Background: an optimization exercise with open tools, aiming at small area. Do not read the settings as production practice.
RTL that was checked went through simulation tests only; none was proved equivalent to the original.
Only the layout flow was run in run 3; the RTL was not checked for function there.

$ cat design/flow/flow/run.sh
#!/bin/bash
# Own layout flow: the standard flow (standard.sh, unchanged synthesis and
# steps) with two settings changed through the environment:
#  - port buffers are the smallest buffer cell (every port is still buffered)
#  - clock tree synthesis inserts no dummy loads
# Each tool's full output goes to the ORFS logs under orfs/logs/, and the
# output of the whole make run to standard.log in this folder.
set -euo pipefail
export BUFFER_PORTS_ARGS="-buffer_cell sky130_fd_sc_hd__buf_1"
export CTS_ARGS="-sink_clustering_enable -repair_clock_nets -dont_use_dummy_load -buf_list {sky130_fd_sc_hd__clkbuf_4 sky130_fd_sc_hd__clkbuf_8} -sink_clustering_size 20 -sink_clustering_max_diameter 60"
bash standard.sh > standard.log 2>&1
$ cat design/flow/standard.sh
#!/bin/bash
# synth_recipe.tcl (not shown) runs the flow's synth.tcl, then flattens the netlist and writes it again
# the make line also repeats each setting of config.mk as NAME=value (left out here)
make -C /OpenROAD-flow-scripts/flow DESIGN_CONFIG=/design/flow/config.mk WORK_HOME=/design/flow/orfs CLKGATE_MAP_FILE= SYNTH_SCRIPT=/design/flow/synth_recipe.tcl "${@:-finish}"
$ cat design/flow/config.mk
export PLATFORM = sky130hd
export DESIGN_NAME = km_top
export DESIGN_NICKNAME = km_top
export VERILOG_FILES = /design/flow/design.v
export SDC_FILE = /design/flow/constraint.sdc
export NUM_CORES = 4
export LEC_CHECK = 0
export CAP_MARGIN = 20
export CORE_MARGIN = 2
export CORE_UTILIZATION = 60
export PLACE_DENSITY = 0.7
export SLEW_MARGIN = 20
export SYNTH_HIERARCHICAL = 1
export SYNTH_MINIMUM_KEEP_SIZE = 0
$ cat design/flow/constraint.sdc
create_clock -name core_clock -period 7.0 [get_ports {clk}]
set_input_delay 1.4000 -clock core_clock [delete_from_list [all_inputs] [get_ports {clk}]]
set_output_delay 1.4000 -clock core_clock [all_outputs]
set_load 0.01 [all_outputs]
$ cat design/flow/design.v
`timescale 1ns/1ps
module km_centroid_regs (
  input  logic                                     clk,
  input  logic                                     rst,
  input  logic                                     i_cent_wr,
  input  logic [2-1:0]                     i_cent_idx,
  input  logic [3*8-1:0]           i_cent_point,
  output logic [3*3*8-1:0] o_cents
);
  localparam int PW = 3*8;
  localparam logic [PW-1:0] CENT0_RST = {3{8'(0)}};
  localparam logic [PW-1:0] CENT1_RST = {3{8'(1)}};
  localparam logic [PW-1:0] CENT2_RST = {3{8'(2)}};
  logic [PW-1:0] wdata;
  assign wdata = i_cent_point & {PW{~rst}};
  always_ff @(posedge clk) begin
    if (rst || (i_cent_wr && i_cent_idx == 2'd0)) o_cents[0*PW +: PW] <= wdata | (CENT0_RST & {PW{rst}});
    if (rst || (i_cent_wr && i_cent_idx == 2'd1)) o_cents[1*PW +: PW] <= wdata | (CENT1_RST & {PW{rst}});
    if (rst || (i_cent_wr && i_cent_idx == 2'd2)) o_cents[2*PW +: PW] <= wdata | (CENT2_RST & {PW{rst}});
  end
endmodule
`timescale 1ns/1ps
module km_distance (
  input  logic                                     clk,
  input  logic [3*8-1:0]           i_point,
  input  logic [3*3*8-1:0] i_cents,
  output logic [3*18-1:0]          o_dists
);
  localparam int DW = 8;
  localparam int PW = 3*8;
  localparam int SW = 18;
  logic [PW-1:0]                 point_n;
  logic [3*PW-1:0]       absdiff_d;
  logic [3*PW-1:0]       absdiff;
  assign point_n = ~i_point;
  for (genvar c = 0; c < 3; c++) begin : g_cent
    for (genvar d = 0; d < 3; d++) begin : g_dim
      km_absdiff u_absdiff (
        .i_c   (i_cents[c*PW + d*DW +: DW]),
        .i_pn  (point_n[d*DW +: DW]),
        .o_abs (absdiff_d[c*PW + d*DW +: DW])
      );
    end
    km_sqsum u_sqsum (
      .i_v    (absdiff[c*PW +: PW]),
      .o_dist (o_dists[c*SW +: SW])
    );
  end
  always_ff @(posedge clk) absdiff <= absdiff_d;
endmodule
module km_absdiff (
  input  logic [7:0] i_c,
  input  logic [7:0] i_pn,
  output logic [7:0] o_abs
);
  wire s0;
  wire c0;
  km_ha u0 (.a(i_c[0]), .b(i_pn[0]), .s(s0), .co(c0));
  wire s1;
  wire c1;
  km_fa u1 (.a(i_c[1]), .b(i_pn[1]), .c(c0), .s(s1), .co(c1));
  wire s2;
  wire c2;
  km_fa u2 (.a(i_c[2]), .b(i_pn[2]), .c(c1), .s(s2), .co(c2));
  wire s3;
  wire c3;
  km_fa u3 (.a(i_c[3]), .b(i_pn[3]), .c(c2), .s(s3), .co(c3));
  wire s4;
  wire c4;
  km_fa u4 (.a(i_c[4]), .b(i_pn[4]), .c(c3), .s(s4), .co(c4));
  wire s5;
  wire c5;
  km_fa u5 (.a(i_c[5]), .b(i_pn[5]), .c(c4), .s(s5), .co(c5));
  wire s6;
  wire c6;
  km_fa u6 (.a(i_c[6]), .b(i_pn[6]), .c(c5), .s(s6), .co(c6));
  wire s7;
  wire c7;
  km_fa u7 (.a(i_c[7]), .b(i_pn[7]), .c(c6), .s(s7), .co(c7));
  wire [7:0] t = {s7, s6, s5, s4, s3, s2, s1, s0};
  wire gt = c7;
  wire [7:0] run;
  assign run[0] = 1'b1;
  for (genvar k = 1; k < 8; k++) begin : g_run
    assign run[k] = run[k-1] & t[k-1];
  end
  assign o_abs = ~(t ^ (~{8{gt}} | run));
endmodule
module km_sqsum (
  input  logic [23:0] i_v,
  output logic [18-1:0] o_dist
);
  wire n0 = ~(i_v[0] | i_v[1]);
  wire n1 = ~(i_v[0] | i_v[2]);
  wire n2 = ~(i_v[0] | i_v[3]);
  wire n3 = ~(i_v[0] | i_v[4]);
  wire n4 = ~(i_v[0] | i_v[5]);
  wire n5 = ~(i_v[0] | i_v[6]);
  wire n6 = ~(i_v[0] | i_v[7]);
  wire n7 = ~(i_v[1] | i_v[2]);
  wire n8 = ~(i_v[1] | i_v[3]);
  wire n9 = ~(i_v[1] | i_v[4]);
  wire n10 = ~(i_v[1] | i_v[5]);
  wire n11 = ~(i_v[1] | i_v[6]);
  wire n12 = ~(i_v[1] | i_v[7]);
  wire n13 = ~(i_v[2] | i_v[3]);
  wire n14 = ~(i_v[2] | i_v[4]);
  wire n15 = ~(i_v[2] | i_v[5]);
  wire n16 = ~(i_v[2] | i_v[6]);
  wire n17 = ~(i_v[2] | i_v[7]);
  wire n18 = ~(i_v[3] | i_v[4]);
  wire n19 = ~(i_v[3] | i_v[5]);
  wire n20 = ~(i_v[3] | i_v[6]);
  wire n21 = ~(i_v[3] | i_v[7]);
  wire n22 = ~(i_v[4] | i_v[5]);
  wire n23 = ~(i_v[4] | i_v[6]);
  wire n24 = ~(i_v[4] | i_v[7]);
  wire n25 = ~(i_v[5] | i_v[6]);
  wire n26 = ~(i_v[5] | i_v[7]);
  wire n27 = ~(i_v[6] | i_v[7]);
  wire n28 = ~(i_v[8] | i_v[9]);
  wire n29 = ~(i_v[8] | i_v[10]);
  wire n30 = ~(i_v[8] | i_v[11]);
  wire n31 = ~(i_v[8] | i_v[12]);
  wire n32 = ~(i_v[8] | i_v[13]);
  wire n33 = ~(i_v[8] | i_v[14]);
  wire n34 = ~(i_v[8] | i_v[15]);
  wire n35 = ~(i_v[9] | i_v[10]);
  wire n36 = ~(i_v[9] | i_v[11]);
  wire n37 = ~(i_v[9] | i_v[12]);
  wire n38 = ~(i_v[9] | i_v[13]);
  wire n39 = ~(i_v[9] | i_v[14]);
  wire n40 = ~(i_v[9] | i_v[15]);
  wire n41 = ~(i_v[10] | i_v[11]);
  wire n42 = ~(i_v[10] | i_v[12]);
  wire n43 = ~(i_v[10] | i_v[13]);
  wire n44 = ~(i_v[10] | i_v[14]);
  wire n45 = ~(i_v[10] | i_v[15]);
  wire n46 = ~(i_v[11] | i_v[12]);
  wire n47 = ~(i_v[11] | i_v[13]);
  wire n48 = ~(i_v[11] | i_v[14]);
  wire n49 = ~(i_v[11] | i_v[15]);
  wire n50 = ~(i_v[12] | i_v[13]);
  wire n51 = ~(i_v[12] | i_v[14]);
  wire n52 = ~(i_v[12] | i_v[15]);
  wire n53 = ~(i_v[13] | i_v[14]);
  wire n54 = ~(i_v[13] | i_v[15]);
  wire n55 = ~(i_v[14] | i_v[15]);
  wire n56 = ~(i_v[16] | i_v[17]);
  wire n57 = ~(i_v[16] | i_v[18]);
  wire n58 = ~(i_v[16] | i_v[19]);
  wire n59 = ~(i_v[16] | i_v[20]);
  wire n60 = ~(i_v[16] | i_v[21]);
  wire n61 = ~(i_v[16] | i_v[22]);
  wire n62 = ~(i_v[16] | i_v[23]);
  wire n63 = ~(i_v[17] | i_v[18]);
  wire n64 = ~(i_v[17] | i_v[19]);
  wire n65 = ~(i_v[17] | i_v[20]);
  wire n66 = ~(i_v[17] | i_v[21]);
  wire n67 = ~(i_v[17] | i_v[22]);
  wire n68 = ~(i_v[17] | i_v[23]);
  wire n69 = ~(i_v[18] | i_v[19]);
  wire n70 = ~(i_v[18] | i_v[20]);
  wire n71 = ~(i_v[18] | i_v[21]);
  wire n72 = ~(i_v[18] | i_v[22]);
  wire n73 = ~(i_v[18] | i_v[23]);
  wire n74 = ~(i_v[19] | i_v[20]);
  wire n75 = ~(i_v[19] | i_v[21]);
  wire n76 = ~(i_v[19] | i_v[22]);
  wire n77 = ~(i_v[19] | i_v[23]);
  wire n78 = ~(i_v[20] | i_v[21]);
  wire n79 = ~(i_v[20] | i_v[22]);
  wire n80 = ~(i_v[20] | i_v[23]);
  wire n81 = ~(i_v[21] | i_v[22]);
  wire n82 = ~(i_v[21] | i_v[23]);
  wire n83 = ~(i_v[22] | i_v[23]);
  wire s84;
  wire c84;
  km_fa u84 (.a(i_v[4]), .b(i_v[12]), .c(i_v[20]), .s(s84), .co(c84));
  wire s85;
  wire c85;
  km_fa u85 (.a(i_v[3]), .b(i_v[11]), .c(i_v[19]), .s(s85), .co(c85));
  wire s86;
  wire c86;
  km_ha u86 (.a(n4), .b(n9), .s(s86), .co(c86));
  wire s87;
  wire c87;
  km_fa u87 (.a(n5), .b(n10), .c(n14), .s(s87), .co(c87));
  wire s88;
  wire c88;
  km_fa u88 (.a(n6), .b(n11), .c(n15), .s(s88), .co(c88));
  wire s89;
  wire c89;
  km_fa u89 (.a(n18), .b(n34), .c(n39), .s(s89), .co(c89));
  wire s90;
  wire c90;
  km_ha u90 (.a(n43), .b(n46), .s(s90), .co(c90));
  wire s91;
  wire c91;
  km_fa u91 (.a(n12), .b(n16), .c(n19), .s(s91), .co(c91));
  wire s92;
  wire c92;
  km_fa u92 (.a(n40), .b(n44), .c(n47), .s(s92), .co(c92));
  wire s93;
  wire c93;
  km_fa u93 (.a(i_v[5]), .b(i_v[13]), .c(i_v[21]), .s(s93), .co(c93));
  wire s94;
  wire c94;
  km_fa u94 (.a(n17), .b(n20), .c(n22), .s(s94), .co(c94));
  wire s95;
  wire c95;
  km_ha u95 (.a(n45), .b(n48), .s(s95), .co(c95));
  wire s96;
  wire c96;
  km_fa u96 (.a(i_v[2]), .b(i_v[10]), .c(i_v[18]), .s(s96), .co(c96));
  wire s97;
  wire c97;
  km_ha u97 (.a(n2), .b(n7), .s(s97), .co(c97));
  wire s98;
  wire c98;
  km_fa u98 (.a(n3), .b(n8), .c(n31), .s(s98), .co(c98));
  wire s99;
  wire c99;
  km_fa u99 (.a(n13), .b(n32), .c(n37), .s(s99), .co(c99));
  wire s100;
  wire c100;
  km_fa u100 (.a(n41), .b(n60), .c(n65), .s(s100), .co(c100));
  wire s101;
  wire c101;
  km_fa u101 (.a(n33), .b(n38), .c(n42), .s(s101), .co(c101));
  wire s102;
  wire c102;
  km_fa u102 (.a(n61), .b(n66), .c(n70), .s(s102), .co(c102));
  wire s103;
  wire c103;
  km_ha u103 (.a(c86), .b(s87), .s(s103), .co(c103));
  wire s104;
  wire c104;
  km_fa u104 (.a(n62), .b(n67), .c(n71), .s(s104), .co(c104));
  wire s105;
  wire c105;
  km_fa u105 (.a(n74), .b(s90), .c(c87), .s(s105), .co(c105));
  wire n106 = ~s84;
  wire s107;
  wire c107;
  km_fa u107 (.a(n106), .b(s88), .c(s89), .s(s107), .co(c107));
  wire s108;
  wire c108;
  km_fa u108 (.a(n68), .b(n72), .c(n75), .s(s108), .co(c108));
  wire s109;
  wire c109;
  km_fa u109 (.a(c90), .b(c88), .c(c89), .s(s109), .co(c109));
  wire n110 = ~c84;
  wire s111;
  wire c111;
  km_fa u111 (.a(n110), .b(s91), .c(s92), .s(s111), .co(c111));
  wire s112;
  wire c112;
  km_fa u112 (.a(n50), .b(n73), .c(n76), .s(s112), .co(c112));
  wire s113;
  wire c113;
  km_fa u113 (.a(n78), .b(s95), .c(c91), .s(s113), .co(c113));
  wire n114 = ~s93;
  wire s115;
  wire c115;
  km_fa u115 (.a(n114), .b(c92), .c(s94), .s(s115), .co(c115));
  wire s116;
  wire c116;
  km_fa u116 (.a(n21), .b(n23), .c(n49), .s(s116), .co(c116));
  wire s117;
  wire c117;
  km_fa u117 (.a(n51), .b(n77), .c(n79), .s(s117), .co(c117));
  wire n118 = ~c93;
  wire s119;
  wire c119;
  km_fa u119 (.a(c95), .b(n118), .c(c94), .s(s119), .co(c119));
  wire s120;
  wire c120;
  km_fa u120 (.a(i_v[6]), .b(i_v[14]), .c(i_v[22]), .s(s120), .co(c120));
  wire s121;
  wire c121;
  km_fa u121 (.a(n24), .b(n25), .c(n52), .s(s121), .co(c121));
  wire s122;
  wire c122;
  km_fa u122 (.a(n53), .b(n80), .c(n81), .s(s122), .co(c122));
  wire s123;
  wire c123;
  km_fa u123 (.a(i_v[1]), .b(i_v[9]), .c(i_v[17]), .s(s123), .co(c123));
  wire s124;
  wire c124;
  km_fa u124 (.a(n30), .b(n35), .c(n58), .s(s124), .co(c124));
  wire s125;
  wire c125;
  km_fa u125 (.a(n36), .b(n59), .c(n64), .s(s125), .co(c125));
  wire s126;
  wire c126;
  km_ha u126 (.a(c97), .b(s98), .s(s126), .co(c126));
  wire s127;
  wire c127;
  km_fa u127 (.a(n69), .b(s86), .c(c98), .s(s127), .co(c127));
  wire n128 = ~s85;
  wire s129;
  wire c129;
  km_fa u129 (.a(n128), .b(s99), .c(s100), .s(s129), .co(c129));
  wire s130;
  wire c130;
  km_fa u130 (.a(c99), .b(c100), .c(s101), .s(s130), .co(c130));
  wire n131 = ~c85;
  wire s132;
  wire c132;
  km_fa u132 (.a(n131), .b(s102), .c(s103), .s(s132), .co(c132));
  wire s133;
  wire c133;
  km_fa u133 (.a(c101), .b(c102), .c(s104), .s(s133), .co(c133));
  wire s134;
  wire c134;
  km_fa u134 (.a(c103), .b(s105), .c(s107), .s(s134), .co(c134));
  wire s135;
  wire c135;
  km_fa u135 (.a(c104), .b(s108), .c(c105), .s(s135), .co(c135));
  wire s136;
  wire c136;
  km_fa u136 (.a(s109), .b(c107), .c(s111), .s(s136), .co(c136));
  wire s137;
  wire c137;
  km_fa u137 (.a(c108), .b(s112), .c(c109), .s(s137), .co(c137));
  wire s138;
  wire c138;
  km_fa u138 (.a(s113), .b(c111), .c(s115), .s(s138), .co(c138));
  wire s139;
  wire c139;
  km_fa u139 (.a(c112), .b(s116), .c(s117), .s(s139), .co(c139));
  wire s140;
  wire c140;
  km_fa u140 (.a(c113), .b(s119), .c(c115), .s(s140), .co(c140));
  wire s141;
  wire c141;
  km_fa u141 (.a(c116), .b(c117), .c(s121), .s(s141), .co(c141));
  wire n142 = ~s120;
  wire s143;
  wire c143;
  km_fa u143 (.a(n142), .b(s122), .c(c119), .s(s143), .co(c143));
  wire s144;
  wire c144;
  km_fa u144 (.a(n26), .b(n54), .c(n82), .s(s144), .co(c144));
  wire n145 = ~c120;
  wire s146;
  wire c146;
  km_fa u146 (.a(n145), .b(c121), .c(c122), .s(s146), .co(c146));
  wire s147;
  wire c147;
  km_fa u147 (.a(i_v[7]), .b(i_v[15]), .c(i_v[23]), .s(s147), .co(c147));
  wire s148;
  wire c148;
  km_fa u148 (.a(n27), .b(n55), .c(n83), .s(s148), .co(c148));
  wire s149;
  wire c149;
  km_ha u149 (.a(n0), .b(n28), .s(s149), .co(c149));
  wire s150;
  wire c150;
  km_fa u150 (.a(n1), .b(n29), .c(n57), .s(s150), .co(c150));
  wire s151;
  wire c151;
  km_fa u151 (.a(n63), .b(s97), .c(s124), .s(s151), .co(c151));
  wire s152;
  wire c152;
  km_fa u152 (.a(c124), .b(s125), .c(s126), .s(s152), .co(c152));
  wire s153;
  wire c153;
  km_fa u153 (.a(c125), .b(c126), .c(s127), .s(s153), .co(c153));
  wire s154;
  wire c154;
  km_fa u154 (.a(c127), .b(c129), .c(s130), .s(s154), .co(c154));
  wire s155;
  wire c155;
  km_fa u155 (.a(c130), .b(s133), .c(c132), .s(s155), .co(c155));
  wire s156;
  wire c156;
  km_fa u156 (.a(c133), .b(s135), .c(c134), .s(s156), .co(c156));
  wire s157;
  wire c157;
  km_fa u157 (.a(c135), .b(s137), .c(c136), .s(s157), .co(c157));
  wire s158;
  wire c158;
  km_fa u158 (.a(s139), .b(c137), .c(c138), .s(s158), .co(c158));
  wire s159;
  wire c159;
  km_fa u159 (.a(c139), .b(s141), .c(s143), .s(s159), .co(c159));
  wire s160;
  wire c160;
  km_fa u160 (.a(s144), .b(s146), .c(c141), .s(s160), .co(c160));
  wire s161;
  wire c161;
  km_fa u161 (.a(c144), .b(s148), .c(c146), .s(s161), .co(c161));
  wire n162 = i_v[0] ^ i_v[8];
  wire n163 = ~(i_v[0] | i_v[8]);
  wire s164;
  wire c164;
  km_ha u164 (.a(n56), .b(s149), .s(s164), .co(c164));
  wire n165 = ~c123;
  wire s166;
  wire c166;
  km_fa u166 (.a(c149), .b(n165), .c(s150), .s(s166), .co(c166));
  wire n167 = ~s96;
  wire s168;
  wire c168;
  km_fa u168 (.a(n167), .b(c150), .c(s151), .s(s168), .co(c168));
  wire n169 = ~c96;
  wire s170;
  wire c170;
  km_fa u170 (.a(n169), .b(c151), .c(s152), .s(s170), .co(c170));
  wire s171;
  wire c171;
  km_fa u171 (.a(s129), .b(c152), .c(s153), .s(s171), .co(c171));
  wire s172;
  wire c172;
  km_fa u172 (.a(s132), .b(c153), .c(s154), .s(s172), .co(c172));
  wire s173;
  wire c173;
  km_fa u173 (.a(c154), .b(s134), .c(s155), .s(s173), .co(c173));
  wire s174;
  wire c174;
  km_fa u174 (.a(s136), .b(c155), .c(s156), .s(s174), .co(c174));
  wire s175;
  wire c175;
  km_fa u175 (.a(s138), .b(c156), .c(s157), .s(s175), .co(c175));
  wire s176;
  wire c176;
  km_fa u176 (.a(s140), .b(c157), .c(s158), .s(s176), .co(c176));
  wire s177;
  wire c177;
  km_fa u177 (.a(c140), .b(c158), .c(s159), .s(s177), .co(c177));
  wire s178;
  wire c178;
  km_fa u178 (.a(c143), .b(s160), .c(c159), .s(s178), .co(c178));
  wire n179 = ~s147;
  wire s180;
  wire c180;
  km_fa u180 (.a(n179), .b(s161), .c(c160), .s(s180), .co(c180));
  wire n181 = ~c147;
  wire s182;
  wire c182;
  km_fa u182 (.a(n181), .b(c148), .c(c161), .s(s182), .co(c182));
  wire n183 = ~i_v[16];
  wire n184 = ~s123;
  wire c185;
  km_ha u185 (.a(n183), .b(n162), .s(o_dist[0]), .co(c185));
  wire c186;
  km_ha u186 (.a(n163), .b(c185), .s(o_dist[1]), .co(c186));
  wire c187;
  km_fa u187 (.a(n184), .b(s164), .c(c186), .s(o_dist[2]), .co(c187));
  wire c188;
  km_fa u188 (.a(c164), .b(s166), .c(c187), .s(o_dist[3]), .co(c188));
  wire s189;
  wire c189;
  km_ha u189 (.a(s168), .b(c166), .s(s189), .co(c189));
  wire s190;
  wire c190;
  km_ha u190 (.a(s170), .b(c168), .s(s190), .co(c190));
  wire s191;
  wire c191;
  km_ha u191 (.a(s171), .b(c170), .s(s191), .co(c191));
  wire s192;
  wire c192;
  km_ha u192 (.a(s172), .b(c171), .s(s192), .co(c192));
  wire s193;
  wire c193;
  km_ha u193 (.a(s173), .b(c172), .s(s193), .co(c193));
  wire s194;
  wire c194;
  km_ha u194 (.a(s174), .b(c173), .s(s194), .co(c194));
  wire s195;
  wire c195;
  km_ha u195 (.a(s175), .b(c174), .s(s195), .co(c195));
  wire s196;
  wire c196;
  km_ha u196 (.a(s176), .b(c175), .s(s196), .co(c196));
  wire s197;
  wire c197;
  km_ha u197 (.a(s177), .b(c176), .s(s197), .co(c197));
  wire s198;
  wire c198;
  km_ha u198 (.a(s178), .b(c177), .s(s198), .co(c198));
  wire s199;
  wire c199;
  km_ha u199 (.a(s180), .b(c178), .s(s199), .co(c199));
  wire s200;
  wire c200;
  km_ha u200 (.a(s182), .b(c180), .s(s200), .co(c200));
  wire n201 = c189 | (s189 & c188);
  wire n202 = c190 | (s190 & n201);
  wire n203 = s190 & s189;
  wire n204 = c192 | (s192 & c191);
  wire n205 = s192 & s191;
  wire n206 = c194 | (s194 & c193);
  wire n207 = s194 & s193;
  wire n208 = c196 | (s196 & c195);
  wire n209 = s196 & s195;
  wire n210 = c198 | (s198 & c197);
  wire n211 = s198 & s197;
  wire n212 = c200 | (s200 & c199);
  wire n213 = s200 & s199;
  wire n214 = 1'b0 | (1'b0 & 1'b0);
  wire n215 = 1'b0 & c182;
  wire n216 = c191 | (s191 & n202);
  wire n217 = s191 & n203;
  wire n218 = n204 | (n205 & n202);
  wire n219 = n205 & n203;
  wire n220 = c195 | (s195 & n206);
  wire n221 = s195 & n207;
  wire n222 = n208 | (n209 & n206);
  wire n223 = n209 & n207;
  wire n224 = c199 | (s199 & n210);
  wire n225 = s199 & n211;
  wire n226 = n212 | (n213 & n210);
  wire n227 = n213 & n211;
  wire n228 = c193 | (s193 & n218);
  wire n229 = s193 & n219;
  wire n230 = n206 | (n207 & n218);
  wire n231 = n207 & n219;
  wire n232 = n220 | (n221 & n218);
  wire n233 = n221 & n219;
  wire n234 = n222 | (n223 & n218);
  wire n235 = n223 & n219;
  wire n236 = 1'b0 | (c182 & n226);
  wire n237 = c182 & n227;
  wire n238 = n214 | (n215 & n226);
  wire n239 = n215 & n227;
  wire n240 = c197 | (s197 & n234);
  wire n241 = s197 & n235;
  wire n242 = n210 | (n211 & n234);
  wire n243 = n211 & n235;
  wire n244 = n224 | (n225 & n234);
  wire n245 = n225 & n235;
  wire n246 = n226 | (n227 & n234);
  wire n247 = n227 & n235;
  wire n248 = n236 | (n237 & n234);
  wire n249 = n237 & n235;
  wire n250 = n238 | (n239 & n234);
  wire n251 = n239 & n235;
  assign o_dist[4] = s189 ^ c188;
  assign o_dist[5] = s190 ^ n201;
  assign o_dist[6] = s191 ^ n202;
  assign o_dist[7] = s192 ^ n216;
  assign o_dist[8] = s193 ^ n218;
  assign o_dist[9] = s194 ^ n228;
  assign o_dist[10] = s195 ^ n230;
  assign o_dist[11] = s196 ^ n232;
  assign o_dist[12] = s197 ^ n234;
  assign o_dist[13] = s198 ^ n240;
  assign o_dist[14] = s199 ^ n242;
  assign o_dist[15] = s200 ^ n244;
  assign o_dist[16] = c182 ^ n246;
  assign o_dist[17] = 1'b0 ^ n248;
endmodule
module km_sum_add (
  input  logic [15:0] i_q,
  input  logic [7:0]  i_p,
  input  logic        i_hit,
  output logic [15:0] o_s
);
  wire n0 = i_p[0] & i_hit;
  wire n1 = i_p[1] & i_hit;
  wire n2 = i_p[2] & i_hit;
  wire n3 = i_p[3] & i_hit;
  wire n4 = i_p[4] & i_hit;
  wire n5 = i_p[5] & i_hit;
  wire n6 = i_p[6] & i_hit;
  wire n7 = i_p[7] & i_hit;
  wire c8;
  km_ha u8 (.a(i_q[0]), .b(n0), .s(o_s[0]), .co(c8));
  wire c9;
  km_fa u9 (.a(i_q[1]), .b(n1), .c(c8), .s(o_s[1]), .co(c9));
  wire c10;
  km_fa u10 (.a(i_q[2]), .b(n2), .c(c9), .s(o_s[2]), .co(c10));
  wire c11;
  km_fa u11 (.a(i_q[3]), .b(n3), .c(c10), .s(o_s[3]), .co(c11));
  wire c12;
  km_fa u12 (.a(i_q[4]), .b(n4), .c(c11), .s(o_s[4]), .co(c12));
  wire c13;
  km_fa u13 (.a(i_q[5]), .b(n5), .c(c12), .s(o_s[5]), .co(c13));
  wire c14;
  km_fa u14 (.a(i_q[6]), .b(n6), .c(c13), .s(o_s[6]), .co(c14));
  wire c15;
  km_fa u15 (.a(i_q[7]), .b(n7), .c(c14), .s(o_s[7]), .co(c15));
  wire c16;
  km_ha u16 (.a(i_q[8]), .b(c15), .s(o_s[8]), .co(c16));
  wire c17;
  km_ha u17 (.a(i_q[9]), .b(c16), .s(o_s[9]), .co(c17));
  wire c18;
  km_ha u18 (.a(i_q[10]), .b(c17), .s(o_s[10]), .co(c18));
  wire c19;
  km_ha u19 (.a(i_q[11]), .b(c18), .s(o_s[11]), .co(c19));
  wire c20;
  km_ha u20 (.a(i_q[12]), .b(c19), .s(o_s[12]), .co(c20));
  wire c21;
  km_ha u21 (.a(i_q[13]), .b(c20), .s(o_s[13]), .co(c21));
  wire c22;
  km_ha u22 (.a(i_q[14]), .b(c21), .s(o_s[14]), .co(c22));
  assign o_s[15] = i_q[15] ^ c22;
endmodule
module km_cnt_inc (
  input  logic [8:0] i_q,
  input  logic       i_hit,
  output logic [8:0] o_q
);
  wire c0;
  km_ha u0 (.a(i_q[0]), .b(i_hit), .s(o_q[0]), .co(c0));
  wire c1;
  km_ha u1 (.a(i_q[1]), .b(c0), .s(o_q[1]), .co(c1));
  wire c2;
  km_ha u2 (.a(i_q[2]), .b(c1), .s(o_q[2]), .co(c2));
  wire c3;
  km_ha u3 (.a(i_q[3]), .b(c2), .s(o_q[3]), .co(c3));
  wire c4;
  km_ha u4 (.a(i_q[4]), .b(c3), .s(o_q[4]), .co(c4));
  wire c5;
  km_ha u5 (.a(i_q[5]), .b(c4), .s(o_q[5]), .co(c5));
  wire c6;
  km_ha u6 (.a(i_q[6]), .b(c5), .s(o_q[6]), .co(c6));
  wire c7;
  km_ha u7 (.a(i_q[7]), .b(c6), .s(o_q[7]), .co(c7));
  assign o_q[8] = i_q[8] ^ c7;
endmodule
module km_fa (input logic a, input logic b, input logic c, output logic s, output logic co);
  assign s  = a ^ b ^ c;
  assign co = (a & b) | (a & c) | (b & c);
endmodule
module km_ha (input logic a, input logic b, output logic s, output logic co);
  assign s  = a ^ b;
  assign co = a & b;
endmodule
`timescale 1ns/1ps
module km_argmin (
  input  logic [3*18-1:0] i_dists,
  output logic [2-1:0]            o_idx,
  output logic [18-1:0]           o_dist
);
  localparam int SW = 18;
  logic [SW-1:0] d0, d1, d2;
  assign d0 = i_dists[0*SW +: SW];
  assign d1 = i_dists[1*SW +: SW];
  assign d2 = i_dists[2*SW +: SW];
  function automatic logic less(input logic [SW-1:0] a, input logic [SW-1:0] b);
    logic br;
    br = 1'b0;
    for (int i = 0; i < SW; i++) begin
      br = (~a[i] & b[i]) | (~a[i] & br) | (b[i] & br);
    end
    less = br;
  endfunction
  logic lt01, lt02, lt12, sel0, sel1, sel2;
  assign lt01 = less(d0, d1);
  assign lt02 = less(d0, d2);
  assign lt12 = less(d1, d2);
  assign sel0 = lt01 & lt02;
  assign sel1 = ~lt01 & lt12;
  assign sel2 = ~sel0 & ~sel1;
  assign o_idx  = {sel2, sel1};
  assign o_dist = ({SW{sel0}} & d0) | ({SW{sel1}} & d1) | ({SW{sel2}} & d2);
endmodule
`timescale 1ns/1ps
module km_delay_line #(
  parameter int WIDTH = 1,
  parameter int DEPTH = 6
) (
  input  logic             clk,
  input  logic [WIDTH-1:0] i_data,
  output logic [WIDTH-1:0] o_data
);
  logic [(DEPTH-1)*WIDTH-1:0] stages;
  always_ff @(posedge clk) begin
    {o_data, stages} <= {stages, i_data};
  end
endmodule
`timescale 1ns/1ps
module km_accumulator (
  input  logic                           clk,
  input  logic                           rst,
  input  logic                           i_clear,
  input  logic                           i_acc_valid,
  input  logic [2-1:0]           i_acc_idx,
  input  logic [3*8-1:0] i_acc_point,
  input  logic                           i_rd_en,
  input  logic [2-1:0]           i_rd_idx,
  output logic                           o_rd_valid,
  output logic [3*16-1:0]  o_rd_sum,
  output logic [9-1:0]         o_rd_count
);
  localparam int DW = 8;
  localparam int UW = 16;
  localparam int VW = 3*16;
  localparam int NW = 9;
  logic [3*VW-1:0] sums, sums_d;
  logic [3*NW-1:0] counts, counts_d;
  logic                           up_clear;
  logic                           up_valid;
  logic [2-1:0]           up_idx;
  logic [3*8-1:0] up_point;
  always_ff @(posedge clk) begin
    up_clear <= rst | i_clear;
    up_valid <= i_acc_valid;
    up_idx   <= i_acc_idx;
    up_point <= i_acc_point;
  end
  for (genvar c = 0; c < 3; c++) begin : g_cent
    logic hit;
    assign hit = up_valid & (up_idx == c);
    for (genvar d = 0; d < 3; d++) begin : g_dim
      km_sum_add u_add (
        .i_q   (sums[c*VW + d*UW +: UW]),
        .i_p   (up_point[d*DW +: DW]),
        .i_hit (hit),
        .o_s   (sums_d[c*VW + d*UW +: UW])
      );
    end
    km_cnt_inc u_inc (
      .i_q   (counts[c*NW +: NW]),
      .i_hit (hit),
      .o_q   (counts_d[c*NW +: NW])
    );
  end
  always_ff @(posedge clk) begin
    sums   <= up_clear ? '0 : sums_d;
    counts <= up_clear ? '0 : counts_d;
  end
  logic [3-1:0] rd_sel;
  always_ff @(posedge clk) begin
    if (rst) begin
      o_rd_valid <= 1'b0;
    end else begin
      o_rd_valid <= i_rd_en;
    end
    for (int c = 0; c < 3; c++) rd_sel[c] <= (i_rd_idx == c);
  end
  always_comb begin
    o_rd_sum   = '0;
    o_rd_count = '0;
    for (int c = 0; c < 3; c++) begin
      o_rd_sum   = o_rd_sum   | (sums[c*VW +: VW]   & {VW{rd_sel[c]}});
      o_rd_count = o_rd_count | (counts[c*NW +: NW] & {NW{rd_sel[c]}});
    end
  end
endmodule
`timescale 1ns/1ps
module km_top (
  input  logic             clk,
  input  logic             rst,
  input  logic             i_cent_wr,
  input  logic [2-1:0]            i_cent_idx,
  input  logic [3*8-1:0]  i_cent_point,
  input  logic             i_valid,
  input  logic [3*8-1:0]  i_point,
  input  logic             i_clear,
  input  logic             i_rd_en,
  input  logic [2-1:0]            i_rd_idx,
  output logic             o_assign_valid,
  output logic [2-1:0]            o_assign_idx,
  output logic [18-1:0]           o_assign_dist,
  output logic [3*8-1:0]  o_assign_point,
  output logic             o_rd_valid,
  output logic [3*16-1:0]  o_rd_sum,
  output logic [9-1:0]          o_rd_count
);
  localparam int PW = 3*8;
  localparam int RW = 2 + 18;
  logic [3*PW-1:0]         cents;
  logic [3*18-1:0] dists;
  logic [2-1:0]            win_idx;
  logic [18-1:0]           win_dist;
  km_centroid_regs u_cent_regs (
    .clk          (clk),
    .rst          (rst),
    .i_cent_wr    (i_cent_wr),
    .i_cent_idx   (i_cent_idx),
    .i_cent_point (i_cent_point),
    .o_cents      (cents)
  );
  km_distance u_distance (
    .clk     (clk),
    .i_point (i_point),
    .i_cents (cents),
    .o_dists (dists)
  );
  km_argmin u_argmin (
    .i_dists (dists),
    .o_idx   (win_idx),
    .o_dist  (win_dist)
  );
  km_delay_line #(
    .WIDTH (RW),
    .DEPTH (6 - 1)
  ) u_result_dly (
    .clk    (clk),
    .i_data ({win_idx, win_dist}),
    .o_data ({o_assign_idx, o_assign_dist})
  );
  km_delay_line #(
    .WIDTH (PW),
    .DEPTH (6)
  ) u_point_dly (
    .clk    (clk),
    .i_data (i_point),
    .o_data (o_assign_point)
  );
  logic [6-2:0] valid_sr;
  always_ff @(posedge clk) begin
    if (rst) {o_assign_valid, valid_sr} <= '0;
    else     {o_assign_valid, valid_sr} <= {valid_sr, i_valid};
  end
  km_accumulator u_accumulator (
    .clk         (clk),
    .rst         (rst),
    .i_clear     (i_clear),
    .i_acc_valid (o_assign_valid),
    .i_acc_idx   (o_assign_idx),
    .i_acc_point (o_assign_point),
    .i_rd_en     (i_rd_en),
    .i_rd_idx    (i_rd_idx),
    .o_rd_valid  (o_rd_valid),
    .o_rd_sum    (o_rd_sum),
    .o_rd_count  (o_rd_count)
  );
endmodule
==> qor.csv, run 1 <==
metric;value;unit
status;no timing/DRC/antenna violations;
die_h;227;um
worst_slack;306;ps
setup_viol;0;
synth_top_area_frac;0.352;
dp_cells;3252;
wl_per_cell;19.4;um
cp_top_family;adder cells;
fin_setup_tns;0;ps
crit_path_cell_trace;fa_1 -> inv_1 -> fa_1 -> fa_1 -> fa_1 -> fa_1 -> ha_1 -> a21o_1 -> a31o_1 -> a21o_1 -> a21o_1 -> ha_1 -> nor2_1 -> xnor2_1 -> nor2b_1 -> maj3_1 -> maj3_1 -> o31a_1 -> o32a_1 -> o211a_1 -> buf_6 -> a221oi_2;
ff2ff_setup_slack;310;ps
critical_path.startpoint_type;flop;
core;49100;um2
fp.dieArea;51500;um2
utilization;0.651;
synth_nets;3065;
fmax;0.149;GHz
firstDrtPassIters;6;
yosys-top-cells-area;dfxtp_1, fa_1, ha_1;
async_reset_ff_frac;0;
crit_type;flop to flop;
multi_input_area;16100;um2
ctsHoldBuffers;0;
ios;161;
synth_edf_count;72;
cts_tree;built;
drive_above_1_share;0.0664;
clock-sinks;597;
drtIter0Drc;1309;
crit_path_frequent_cell;fa_1;
rr_startpoint;u_distance.absdiff[36]$_DFF_P_;
min_path_type;flop to flop;
fin_crit_sh;0.956;
finalHoldViolations;0;
clk_path_buf_depth;3;
synth_area;29800;um2
arrival;7180;ps
drc;0;
ys_seq_area_frac;0.425;
cts-htree-levels;2;
min_to;u_point_dly.stages[24]$_DFF_P_;
cp_num_buf_inv;2;
worstRegToRegCells;22;
place_ws;-92.9;ps
maxCapViolations;0;
relSlewSlack;0.294;
antenna_found_initial;5;
dp_hpwl;50800;um
synth_area_per_cell;12.1;um2
final.min_clock_period;6690;ps
final_cells;3302;
grt_max_degree;97;
initial_core_util;0.608;
synth.distinct_cells;66;
clock_latency;670;ps
required;7480;ps
whs_path_depth;0;
vias_per_cell;5.46;
ant_nets;0;
grt_pass1_vias;18800;
clock_skew;115;ps
slowest_stage;dfxtp_1;
worst_pin_slew;1060;ps
worstHoldStart;u_point_dly.stages[0]$_DFF_P_;
fin_nets;3245;
port-buffer-count;160;
die_x;227;um
drt_wl_total;63900;um
worstReg2RegEnd;u_result_dly.stages[13]$_DFF_P_;
synth-main-ff-cell;dfxtp_1;
cts_buffers;43;
register_area;12700;um2
place_congestion;0.923;
yosysTopAreaCell;dfxtp_1;
cts-root-buf;clkbuf_8;
fillerInstances;3895;
grt-ovfl-total;0;
synthCells;2458;
slowest_delay;570;ps
grt_pass1_wl;101000;um
cp-end-kind;flop;
synth_warnings;13;
path_clk_slew;110;ps
fp-row-count;81;
grt.total_usage;0.257;
finalMaxSlewViolations;0;
synth.ff_latch_count;597;
syn_to_final_growth;7.12;%
critPathMaxFanout;18;
vias;18000;
-- worst max-delay path by stage --
| stage | slack (ps) | end | startpoint | cells past startpoint |
|---|---|---|---|---|
| floorplan | 370 | u_result_dly.stages[13]$_DFF_P_ | u_distance.absdiff[48]$_DFF_P_ | 27 |
| global placement | 100 | u_result_dly.stages[0]$_DFF_P_ | u_distance.absdiff[52]$_DFF_P_ | 21 |
| detailed placement | -90 | u_result_dly.stages[3]$_DFF_P_ | u_distance.absdiff[27]$_DFF_P_ | 23 |
| CTS | 10 | u_result_dly.stages[16]$_DFF_P_ | u_distance.absdiff[57]$_DFF_P_ | 24 |
| global route | -10 | u_result_dly.stages[13]$_DFF_P_ | u_distance.absdiff[64]$_DFF_P_ | 26 |
| finish | 310 | u_result_dly.stages[13]$_DFF_P_ | u_distance.absdiff[36]$_DFF_P_ | 22 |
-- cell usage in the layout (no fill, tap or decap), drive strengths merged, types with 2 or more instances in the layout --
cell     instances
maj3            12
xnor2           75
or3b             4
nor3             4
nand4           11
a2111o           2
fa             360
buf            202
a221oi          20
nor3b            7
clkbuf          44
a222oi          59
nor2b          212
inv            190
or2             13
xor2            24
o2111ai          3
o21ai           36
dfxtp          525
edfxtp          72
o31ai            4
nor2           294
or3              4
and3b            2
o211ai           4
o22ai           13
o21bai           3
o221ai           4
nand2           64
a21o            12
a21oi           19
nand3           25
a211oi           6
nand2b          22
and2            75
a31o             4
diode            2
o311a            2
ha             189
-- cells by family after synthesis --
family	after synthesis	synth area share
AO/OA/AOI/OAI	201	0.0552
adder cells (fa/ha/maj)	561	0.325
AND/OR/NAND/NOR	742	0.127
XOR/XNOR	99	0.0291
flip-flops	597	0.425
buffers and inverters	258	0.0385
-- layer usage --
layer / up-vias / global-route usage / part of all wire
li1: 8341 / - / -
met1: 9064 / 0.361 / 0.44
met2: 527 / 0.418 / 0.48
met3: 85 / 0.0445 / 0.060
met4: 4 / 0.0658 / 0.023
met5: - / 0 / 0.00039
-- through the flow --
step	hold slack, ps	instance area (um2)
6_report	276	32000
5_1_grt	270	32000
4_1_cts	272	31700
3_5_place_dp	312	31100
3_3_place_gp	310	31100
2_1_floorplan	310	29800
-- final cells by class --
class                           instances  share of cell area
Multi-Input combinational cell       1603               0.505
Sequential cell                       597               0.398
Timing Repair Buffer                  203              0.0297
Tap cell                              664              0.0260
Inverter                              190              0.0223
Clock buffer                           43              0.0185
Antenna cell                            2            0.000157
-- synth_stat cells, drive strengths merged, types with 6 or more instances --
master,number
dfxtp,525
fa,360
nor2,294
nor2b,212
inv,190
ha,189
and2,75
xnor2,75
edfxtp,72
nand2,64
a222oi,59
buf,45
o21ai,36
nand3,25
xor2,24
clkbuf,23
nand2b,22
a221oi,20
a21oi,19
o22ai,13
or2,13
a21o,12
maj3,12
nand4,11
nor3b,7
a211oi,6
-- modules after synthesis, one instance, submodules excluded, a selection --
module,cells,flip-flops and latches,cell area (um2),copies in the design
km_absdiff,21,0,135,9
km_accumulator,533,203,6190,1
km_argmin,209,0,1380,1
km_centroid_regs,110,72,2400,1
km_cnt_inc,1,0,8.76,3
km_distance,96,72,1530,1
km_fa,1,0,20.0,360
km_ha,1,0,12.5,171
km_sqsum,150,0,722,3
km_sum_add,9,0,58.8,9
km_top,12,6,158,1
-- state kept, by name, summed over array words and instances, names as in the netlist, 5 cells and up --
signal and cells:
u_accumulator.counts 27, u_accumulator.sums 144, u_accumulator.up_point 24, u_cent_regs.o_cents 72, u_distance.absdiff 72, u_point_dly.o_data 24
u_point_dly.stages 120, u_result_dly.o_data 20, u_result_dly.stages 80, valid_sr 5
-- what timing repair did --
action                     in CTS  in global routing
buffers inserted                0                  4
setup endpoints to repair      16                 19
pin swaps                       0                  6
resized for setup               2                 51
==> run 2: changes to the inputs <==
--- a/design/flow/flow/run.sh
+++ b/design/flow/flow/run.sh
@@ -7,5 +7,5 @@
 # output of the whole make run to standard.log in this folder.
 set -euo pipefail
 export BUFFER_PORTS_ARGS="-buffer_cell sky130_fd_sc_hd__buf_1"
-export CTS_ARGS="-sink_clustering_enable -repair_clock_nets -dont_use_dummy_load -buf_list {sky130_fd_sc_hd__clkbuf_4 sky130_fd_sc_hd__clkbuf_8} -sink_clustering_size 20 -sink_clustering_max_diameter 60"
+export CTS_ARGS="-sink_clustering_enable -repair_clock_nets -dont_use_dummy_load -buf_list sky130_fd_sc_hd__clkbuf_8 -sink_clustering_size 20 -sink_clustering_max_diameter 60"
 bash standard.sh > standard.log 2>&1
--- a/design/flow/config.mk
+++ b/design/flow/config.mk
@@ -7,8 +7,7 @@
 export LEC_CHECK = 0
 export CAP_MARGIN = 20
 export CORE_MARGIN = 2
-export CORE_UTILIZATION = 60
-export PLACE_DENSITY = 0.7
+export CORE_UTILIZATION = 40
 export SLEW_MARGIN = 20
 export SYNTH_HIERARCHICAL = 1
 export SYNTH_MINIMUM_KEEP_SIZE = 0
==> run 2 against run 1 <==
Wire length grew 5.9%. Die area grew 49%. Register-to-register slack lost 40 ps. Critical path type unchanged. Critical endpoint is now u_result_dly.stages[15]$_DFF_P_. Synthesized area is the same. Clock-buffer cell count grew 5. Utilization shrank 21 points. Worst hold slack gained 18 ps. Critical path depth grew 2. Clock skew shrank 3.1 ps.
==> qor.csv, run 2 <==
metric;value;unit;change
status;no timing/DRC/antenna violations;;
drive_above_1_share;0.0721;;+0.00569
die_x;277;um;+22%
die_h;277;um;+22%
wl_per_cell;18.7;um;-3.5%
core;74200;um2;+51%
cts_tree;built;;
cts-root-buf;clkbuf_8;;
worst_pin_slew;1040;ps;-18.5 ps
largest_register_ffs;144;;unchanged
drc;0;;unchanged
hold_ws;294;ps;+18.2 ps
drtIter0Drc;1065;;-19%
grt_max_degree;94;;-3.1%
synth_top_area_frac;0.352;;unchanged
place_congestion;0.901;;-2.4%
crit_path_frequent_cell;fa_1;;
cts_buffers;48;;+12%
port-buffer-count;160;;unchanged
synth_nets;3065;;unchanged
final_cells;3624;;+9.8%
vias;18000;;-0.32%
synth_edf_count;72;;unchanged
grt_pass1_wl;108000;um;+6.7%
maxCapViolations;0;;unchanged
async_reset_ff_frac;0;;unchanged
relSlewSlack;0.306;;+0.0123
firstDrtPassIters;6;;unchanged
required;7540;ps;+60 ps
syn_to_final_growth;8.84;%;
grt.total_usage;0.180;;-0.0773
synthTopCellsByCount;dfxtp_1, fa_1, nor2_1, nor2b_1;;
slowest_delay;510;ps;-60 ps
final.min_clock_period;6730;ps;+39.3 ps
synthCells;2458;;unchanged
final_cell_mix;dfxtp_1, fa_1, nor2_1;;
utilization;0.438;;-0.214
largest_register;u_accumulator.sums;;
clock-sinks;597;;unchanged
ys_seq_area_frac;0.425;;unchanged
synth_area;29800;um2;unchanged
crit_path_cell_trace;nor2_1 -> fa_1 -> fa_1 -> fa_1 -> fa_1 -> fa_1 -> ha_1 -> a21o_1 -> a31o_1 -> a21o_1 -> a21o_1 -> ha_1 -> nor2_1 -> xnor2_1 -> inv_1 -> a221oi_1 -> o2111ai_1 -> o21ai_1 -> a21oi_1 -> o21ai_1 -> o21ai_4 -> buf_12 -> buf_4 -> a221oi_2;;
layout_commonest_cell;dfxtp_1;;
synth_area_per_cell;12.1;um2;unchanged
fmax;0.149;GHz;-0.58%
critical_path.startpoint_type;flop;;
cp-end-kind;flop;;
ios;161;;unchanged
dp_hpwl;53900;um;+6.1%
slowest_stage;fa_1;;
initial_core_util;0.402;;-0.206
yosys-top-cells-area;dfxtp_1, fa_1, ha_1;;
fp-row-count;100;;+23%
fillerInstances;6938;;+78%
grt-ovfl-total;0;;unchanged
ant_nets;0;;unchanged
finalHoldViolations;0;;unchanged
clock_skew;112;ps;-3.08 ps
critPathMaxFanout;17;;-1
fin_nets;3259;;+0.43%
cts-htree-levels;2;;unchanged
crit_type;flop to flop;;
synth-main-ff-cell;dfxtp_1;;
fin_crit_sh;0.962;;+0.00561
synth_warnings;13;;unchanged
dp_cells;3565;;+9.6%
yosysTopAreaCell;dfxtp_1;;
fp.dieArea;76800;um2;+49%
synth.most_common_cell;dfxtp_1;;
clk_path_buf_depth;3;;unchanged
min_path_type;flop to flop;;
finalMaxSlewViolations;0;;unchanged
arrival;7280;ps;+100 ps
drt_wl_total;67700;um;+5.9%
synth.ff_latch_count;597;;unchanged
clock_latency;670;ps;about the same
synth.distinct_cells;66;;unchanged
antenna_found_initial;6;;+1
grt_pass1_vias;19500;;+3.4%
path_clk_slew;120;ps;about the same
setup_viol;0;;unchanged
vias_per_cell;4.96;;-9.2%
-- run 2: per-module statistics from Yosys (local to each module, per instance), excerpt --
module,area (um2),cells inside
km_distance,1530,96
km_sum_add,58.8,9
km_cnt_inc,8.76,1
km_fa,20.0,1
km_sqsum,722,150
km_argmin,1380,209
km_accumulator,6190,533
km_absdiff,135,21
-- run 2: path summary, 6_finish.rpt --
kind	from	to	slack (ps)	cells past startpoint
worst max-delay path	u_distance.absdiff[33]$_DFF_P_	u_result_dly.stages[15]$_DFF_P_	270	24
worst min-delay path	u_result_dly.stages[17]$_DFF_P_	u_result_dly.stages[37]$_DFF_P_	290	0
worst max register to register	u_distance.absdiff[33]$_DFF_P_	u_result_dly.stages[15]$_DFF_P_	270	24
worst min register to register	u_result_dly.stages[17]$_DFF_P_	u_result_dly.stages[37]$_DFF_P_	290	0
-- run 2: layout make-up --
cell class              count  area (um2)  area share
flip-flops and latches    597       12700       0.393
well taps                 969        1210      0.0373
multi-input cells        1603       16100       0.496
repair buffers            212        1010      0.0312
clock buffers              48         661      0.0203
diodes                      5        12.5    0.000385
inverters                 190         713      0.0220
-- run 2: timing repair --
item	CTS	global route
setup endpoints to repair	16	19
resized for setup	2	60
hold buffers	0	0
cloned	0	0
buffers inserted	0	6
pin swaps	0	7
-- run 2: worst max-delay path, delay by kind of cell (launching register included) --
family / cells / cell delay, ps
compound gates: 11 / 2490
xor+xnor: 1 / 170
fa+ha+maj: 7 / 2820
buf+inv: 3 / 450
flops: 1 / 470
simple gates: 2 / 210
-- run 2: stage by stage --
stage	setup TNS (ps)	area (um2)	worst slack, ps
2_1_floorplan	0	29800	372
3_3_place_gp	0	31600	51.1
3_5_place_dp	-1470	31600	-138
4_1_cts	0	32200	14.7
5_1_grt	-25.4	32500	-25.3
6_report	0	32500	266
-- run 2: kinds of logic after synthesis --
kind of cell	Yosys count	synth area share
flip-flops	597	0.425
AND/OR/NAND/NOR	742	0.127
buffers and inverters	258	0.0385
adder cells (fa/ha/maj)	561	0.325
AO/OA/AOI/OAI	201	0.0552
XOR/XNOR	99	0.0291
-- run 2: layer usage --
layer | global-route usage | share of wire | vias up
met5 | 0 | 0 | -
met4 | 0.0587 | 0.030 | 0
met3 | 0.0259 | 0.039 | 106
met2 | 0.307 | 0.49 | 399
met1 | 0.235 | 0.44 | 9096
li1 | - | - | 8362
==> run 3: changes to the inputs <==
--- a/design/flow/design.v
+++ b/design/flow/design.v
@@ -451,12 +451,10 @@
   km_fa u187 (.a(n184), .b(s164), .c(c186), .s(o_dist[2]), .co(c187));
   wire c188;
   km_fa u188 (.a(c164), .b(s166), .c(c187), .s(o_dist[3]), .co(c188));
-  wire s189;
   wire c189;
-  km_ha u189 (.a(s168), .b(c166), .s(s189), .co(c189));
-  wire s190;
+  km_fa u189 (.a(c166), .b(s168), .c(c188), .s(o_dist[4]), .co(c189));
   wire c190;
-  km_ha u190 (.a(s170), .b(c168), .s(s190), .co(c190));
+  km_fa u190 (.a(c168), .b(s170), .c(c189), .s(o_dist[5]), .co(c190));
   wire s191;
   wire c191;
   km_ha u191 (.a(s171), .b(c170), .s(s191), .co(c191));
@@ -487,71 +485,59 @@
   wire s200;
   wire c200;
   km_ha u200 (.a(s182), .b(c180), .s(s200), .co(c200));
-  wire n201 = c189 | (s189 & c188);
-  wire n202 = c190 | (s190 & n201);
-  wire n203 = s190 & s189;
-  wire n204 = c192 | (s192 & c191);
-  wire n205 = s192 & s191;
-  wire n206 = c194 | (s194 & c193);
-  wire n207 = s194 & s193;
-  wire n208 = c196 | (s196 & c195);
-  wire n209 = s196 & s195;
-  wire n210 = c198 | (s198 & c197);
-  wire n211 = s198 & s197;
-  wire n212 = c200 | (s200 & c199);
-  wire n213 = s200 & s199;
-  wire n214 = 1'b0 | (1'b0 & 1'b0);
-  wire n215 = 1'b0 & c182;
-  wire n216 = c191 | (s191 & n202);
-  wire n217 = s191 & n203;
-  wire n218 = n204 | (n205 & n202);
-  wire n219 = n205 & n203;
-  wire n220 = c195 | (s195 & n206);
-  wire n221 = s195 & n207;
-  wire n222 = n208 | (n209 & n206);
-  wire n223 = n209 & n207;
-  wire n224 = c199 | (s199 & n210);
-  wire n225 = s199 & n211;
-  wire n226 = n212 | (n213 & n210);
-  wire n227 = n213 & n211;
-  wire n228 = c193 | (s193 & n218);
-  wire n229 = s193 & n219;
-  wire n230 = n206 | (n207 & n218);
-  wire n231 = n207 & n219;
-  wire n232 = n220 | (n221 & n218);
-  wire n233 = n221 & n219;
-  wire n234 = n222 | (n223 & n218);
-  wire n235 = n223 & n219;
-  wire n236 = 1'b0 | (c182 & n226);
-  wire n237 = c182 & n227;
-  wire n238 = n214 | (n215 & n226);
-  wire n239 = n215 & n227;
-  wire n240 = c197 | (s197 & n234);
-  wire n241 = s197 & n235;
-  wire n242 = n210 | (n211 & n234);
-  wire n243 = n211 & n235;
-  wire n244 = n224 | (n225 & n234);
-  wire n245 = n225 & n235;
-  wire n246 = n226 | (n227 & n234);
-  wire n247 = n227 & n235;
-  wire n248 = n236 | (n237 & n234);
-  wire n249 = n237 & n235;
-  wire n250 = n238 | (n239 & n234);
-  wire n251 = n239 & n235;
-  assign o_dist[4] = s189 ^ c188;
-  assign o_dist[5] = s190 ^ n201;
-  assign o_dist[6] = s191 ^ n202;
-  assign o_dist[7] = s192 ^ n216;
-  assign o_dist[8] = s193 ^ n218;
-  assign o_dist[9] = s194 ^ n228;
-  assign o_dist[10] = s195 ^ n230;
-  assign o_dist[11] = s196 ^ n232;
-  assign o_dist[12] = s197 ^ n234;
-  assign o_dist[13] = s198 ^ n240;
-  assign o_dist[14] = s199 ^ n242;
-  assign o_dist[15] = s200 ^ n244;
-  assign o_dist[16] = c182 ^ n246;
-  assign o_dist[17] = 1'b0 ^ n248;
+  wire n201 = c191 | (s191 & c190);
+  wire n202 = c192 | (s192 & n201);
+  wire n203 = s192 & s191;
+  wire n204 = c194 | (s194 & c193);
+  wire n205 = s194 & s193;
+  wire n206 = c196 | (s196 & c195);
+  wire n207 = s196 & s195;
+  wire n208 = c198 | (s198 & c197);
+  wire n209 = s198 & s197;
+  wire n210 = c200 | (s200 & c199);
+  wire n211 = s200 & s199;
+  wire n212 = 1'b0 | (1'b0 & 1'b0);
+  wire n213 = 1'b0 & c182;
+  wire n214 = c193 | (s193 & n202);
+  wire n215 = s193 & n203;
+  wire n216 = n204 | (n205 & n202);
+  wire n217 = n205 & n203;
+  wire n218 = c197 | (s197 & n206);
+  wire n219 = s197 & n207;
+  wire n220 = n208 | (n209 & n206);
+  wire n221 = n209 & n207;
+  wire n222 = 1'b0 | (c182 & n210);
+  wire n223 = c182 & n211;
+  wire n224 = n212 | (n213 & n210);
+  wire n225 = n213 & n211;
+  wire n226 = c195 | (s195 & n216);
+  wire n227 = s195 & n217;
+  wire n228 = n206 | (n207 & n216);
+  wire n229 = n207 & n217;
+  wire n230 = n218 | (n219 & n216);
+  wire n231 = n219 & n217;
+  wire n232 = n220 | (n221 & n216);
+  wire n233 = n221 & n217;
+  wire n234 = c199 | (s199 & n232);
+  wire n235 = s199 & n233;
+  wire n236 = n210 | (n211 & n232);
+  wire n237 = n211 & n233;
+  wire n238 = n222 | (n223 & n232);
+  wire n239 = n223 & n233;
+  wire n240 = n224 | (n225 & n232);
+  wire n241 = n225 & n233;
+  assign o_dist[6] = s191 ^ c190;
+  assign o_dist[7] = s192 ^ n201;
+  assign o_dist[8] = s193 ^ n202;
+  assign o_dist[9] = s194 ^ n214;
+  assign o_dist[10] = s195 ^ n216;
+  assign o_dist[11] = s196 ^ n226;
+  assign o_dist[12] = s197 ^ n228;
+  assign o_dist[13] = s198 ^ n230;
+  assign o_dist[14] = s199 ^ n232;
+  assign o_dist[15] = s200 ^ n234;
+  assign o_dist[16] = c182 ^ n236;
+  assign o_dist[17] = 1'b0 ^ n238;
 endmodule
 module km_sum_add (
   input  logic [15:0] i_q,
==> design/flow/flow/run.sh (replaced) <==
#!/bin/bash
# Own layout flow: the standard flow (standard.sh, unchanged synthesis and
# steps) with two steps' settings changed through the environment:
#  - port buffers are the smallest buffer cell (every port is still buffered)
#  - clock tree synthesis inserts no dummy loads and builds the tree from
#    small clock buffers, clustering at most 20 sinks within 60 um
# Each tool's full output goes to the ORFS logs under orfs/logs/, and the
# output of the whole make run to standard.log in this folder.
set -euo pipefail
export BUFFER_PORTS_ARGS="-buffer_cell sky130_fd_sc_hd__buf_1"
export CTS_ARGS="-sink_clustering_enable -repair_clock_nets -dont_use_dummy_load -buf_list {sky130_fd_sc_hd__clkbuf_4 sky130_fd_sc_hd__clkbuf_8} -sink_clustering_size 20 -sink_clustering_max_diameter 60"
bash standard.sh > standard.log 2>&1
--- a/design/flow/config.mk
+++ b/design/flow/config.mk
@@ -7,7 +7,8 @@
 export LEC_CHECK = 0
 export CAP_MARGIN = 20
 export CORE_MARGIN = 2
-export CORE_UTILIZATION = 40
+export CORE_UTILIZATION = 60
+export PLACE_DENSITY = 0.7
 export SLEW_MARGIN = 20
 export SYNTH_HIERARCHICAL = 1
 export SYNTH_MINIMUM_KEEP_SIZE = 0
==> run 3 against run 2 <==
Still clean. Flip-flop and latch count unchanged. Worst hold slack got worse by 35 ps. Utilization increased by 21 points. Wire length down 7.1%. Critical path depth unchanged. Critical path type unchanged. Largest cell class unchanged.
==> qor.csv, run 3 <==
metric;value;unit;change
synth_top_area_frac;0.354;;+0.00120
ys_seq_area_frac;0.426;;+0.00145
largest_register;u_accumulator.sums;;
port-buffer-count;160;;unchanged
initial_core_util;0.607;;+0.205
yosys-top-cells-area;dfxtp_1, fa_1, ha_1;;
worst_pin_slew;1070;ps;+34.2 ps
busiest_layer;met2;;
status;no timing/DRC/antenna violations;;
fp-row-count;81;;-19%
vias;17800;;-0.65%
finalHoldViolations;0;;unchanged
drive_above_1_share;0.0675;;-0.00462
cts_tree;built;;
synthCells;2440;;-0.73%
clock-sinks;597;;unchanged
relSlewSlack;0.284;;-0.0228
grt_max_degree;97;;+3.2%
fin_crit_sh;0.975;;+0.0129
synth.distinct_cells;66;;unchanged
wl_per_cell;19.1;um;+2.4%
firstDrtPassIters;7;;+1
ctsHoldBuffers;0;;unchanged
synth.most_common_cell;dfxtp_1;;
grt_pass1_wl;99300;um;-8.0%
synth_area;29700;um2;-0.34%
clock_skew;115;ps;+3.35 ps
drt_wl_total;62900;um;-7.1%
cts-root-buf;clkbuf_8;;
required;7530;ps;about the same
placed_area;31100;um2;-1.5%
finalMaxSlewViolations;0;;unchanged
grt-ovfl-total;0;;unchanged
met2_usage;0.403;;+0.0955
largest_register_ffs;144;;unchanged
met3_usage;0.0398;;+0.0139
synth-main-ff-cell;dfxtp_1;;
critical_path.startpoint_type;flop;;
yosysTopAreaCell;dfxtp_1;;
vias_per_cell;5.43;;+9.5%
synth_nets;3047;;-0.59%
clk_path_buf_depth;3;;unchanged
fmax;0.147;GHz;-1.3%
dp_cells;3240;;-9.1%
fp.dieArea;51300;um2;-33%
fillerInstances;3766;;-46%
drtIter0Drc;1215;;+14%
die_h;227;um;-18%
final_cells;3289;;-9.2%
grt_pass1_vias;18500;;-5.0%
dp_hpwl;50100;um;-6.9%
use_met1;0.360;;+0.125
synth_area_per_cell;12.2;um2;+0.40%
maxCapViolations;0;;unchanged
final_cell_mix;dfxtp_1, fa_1, nor2_1;;
ios;161;;unchanged
path_clk_slew;110;ps;about the same
register_area;12700;um2;-0.34%
clock_latency;650;ps;-20 ps
antenna_found_initial;4;;-2
grt.total_usage;0.253;;+0.0729
async_reset_ff_frac;0;;unchanged
postLayoutCellArea;31900;um2;-1.6%
arrival;7350;ps;+70 ps
cp-end-kind;flop;;
critPathMaxFanout;11;;-6
die_x;227;um;-18%
final.min_clock_period;6820;ps;+90.0 ps
core;49000;um2;-34%
place_congestion;0.944;;+4.8%
synth_edf_count;72;;unchanged
cts_buffers;43;;-10%
syn_to_final_growth;7.44;%;
layout_commonest_cell;dfxtp_1;;
cts-htree-levels;2;;unchanged
min_path_type;flop to flop;;
synth_warnings;13;;unchanged
multi_input_area;16100;um2;-0.29%
fin_nets;3233;;-0.80%
setup_viol;0;;unchanged
synthTopCellsByCount;dfxtp_1, fa_1, nor2_1, nor2b_1, inv_1;;
ant_nets;0;;unchanged
crit_type;flop to flop;;
drc;0;;unchanged
synth.ff_latch_count;597;;unchanged
run 3: stage by stage:
stage                util  hold slack, ps  setup slack (ps)  TNS (ps)
floorplan               -             310               424         0
global placement    0.635             309               142         0
detailed placement  0.635             312              -158     -1380
CTS                 0.648             255              8.94         0
global route        0.652             256             -45.6      -133
finish              0.652             259               176         0
run 3: area by class of cell:
class	instances	share of cell area
diodes	1	0.0000783
clock buffers	43	0.0185
inverters	196	0.0230
multi-input cells	1579	0.503
flip-flops and latches	597	0.398
well taps	664	0.0260
repair buffers	209	0.0318
run 3: cell families after synthesis:
logic type	synth area share
xor+xnor	0.0265
buf+inv	0.0394
simple gates	0.126
fa+ha+maj	0.328
compound gates	0.0546
flops	0.426
run 3: worst paths after layout:
path | from | end | slack [ps] | depth (start not counted)
setup / recovery | u_distance.absdiff[32]$_DFF_P_ | u_result_dly.stages[9]$_DFF_P_ | 180 | 24
hold / removal | u_result_dly.stages[34]$_DFF_P_ | u_result_dly.stages[54]$_DFF_P_ | 260 | 0
setup reg to reg | u_distance.absdiff[32]$_DFF_P_ | u_result_dly.stages[9]$_DFF_P_ | 180 | 24
hold reg to reg | u_result_dly.stages[34]$_DFF_P_ | u_result_dly.stages[54]$_DFF_P_ | 260 | 0
run 3: timing repair:
action	CTS	global route
pin swaps	0	9
buffers inserted	0	4
endpoints found under the setup margin	9	19
resized for setup	7	37
run 3: metal layers:
metal  part of all wire  routed length, um  up-vias
met3              0.054               3370      108
met1               0.45              28400     8938
met4              0.026               1620        4
met2               0.47              29500      519
li1                   -                  -     8277
met5            0.00037                 23        -
run 3: critical path, cell delays in order (launching register included):
cell and delay, ps:
dfxtp_1 360, buf_4 160, nor2_1 180, fa_1 460, ha_1 300, fa_1 510
fa_1 440, fa_1 410, ha_1 200, or2_2 270, ha_1 200, o211ai_1 180
nand2_2 130, a31oi_2 260, o21bai_1 110, xor2_1 290, nor2b_1 90, maj3_1 360
maj3_1 440, o31a_1 350, o21ai_1 370, o21ai_4 120, buf_12 170, buf_12 120
a221oi_2 250
run 3: modules after synthesis, one instance, submodules excluded, excerpt:
module	area (um2)	times used
km_absdiff	135	9
km_argmin	1380	1
km_cnt_inc	8.76	3
km_distance	1530	1
km_fa	20.0	366
km_sqsum	673	3
km_sum_add	58.8	9
km_top	158	1

[separate check: timing with driven ports]
How much do the figures lean on ideal ports? The routed layouts below were timed once more, with nothing changed but the port constraints.
Step 1, drivers: a clkbuf_16 drives clk and a buf_2 each remaining input, both assumed.
Step 2, shift: input delay + t, output delay - t, t = (earliest + latest rising clock arrival at the registers) / 2. This alone moves slack from input paths to output paths.
Slacks: ideal ports / drivers / drivers and shift; pairs: ideal ports / drivers.
run | t, ns | slack for setup (ns) | latest minus earliest clock arrival (ns) | slew at the worst register clock pin (ns)
run 1 | 0.669 | 0.306 / 0.306 / 0.306 | 0.118 / 0.118 | 0.12 / 0.12
run 2 | 0.679 | 0.266 / 0.266 / 0.266 | 0.126 / 0.126 | 0.12 / 0.12
run 3 | 0.657 | 0.176 / 0.176 / 0.176 | 0.132 / 0.132 | 0.12 / 0.12
After both steps every run listed still meets setup and hold.
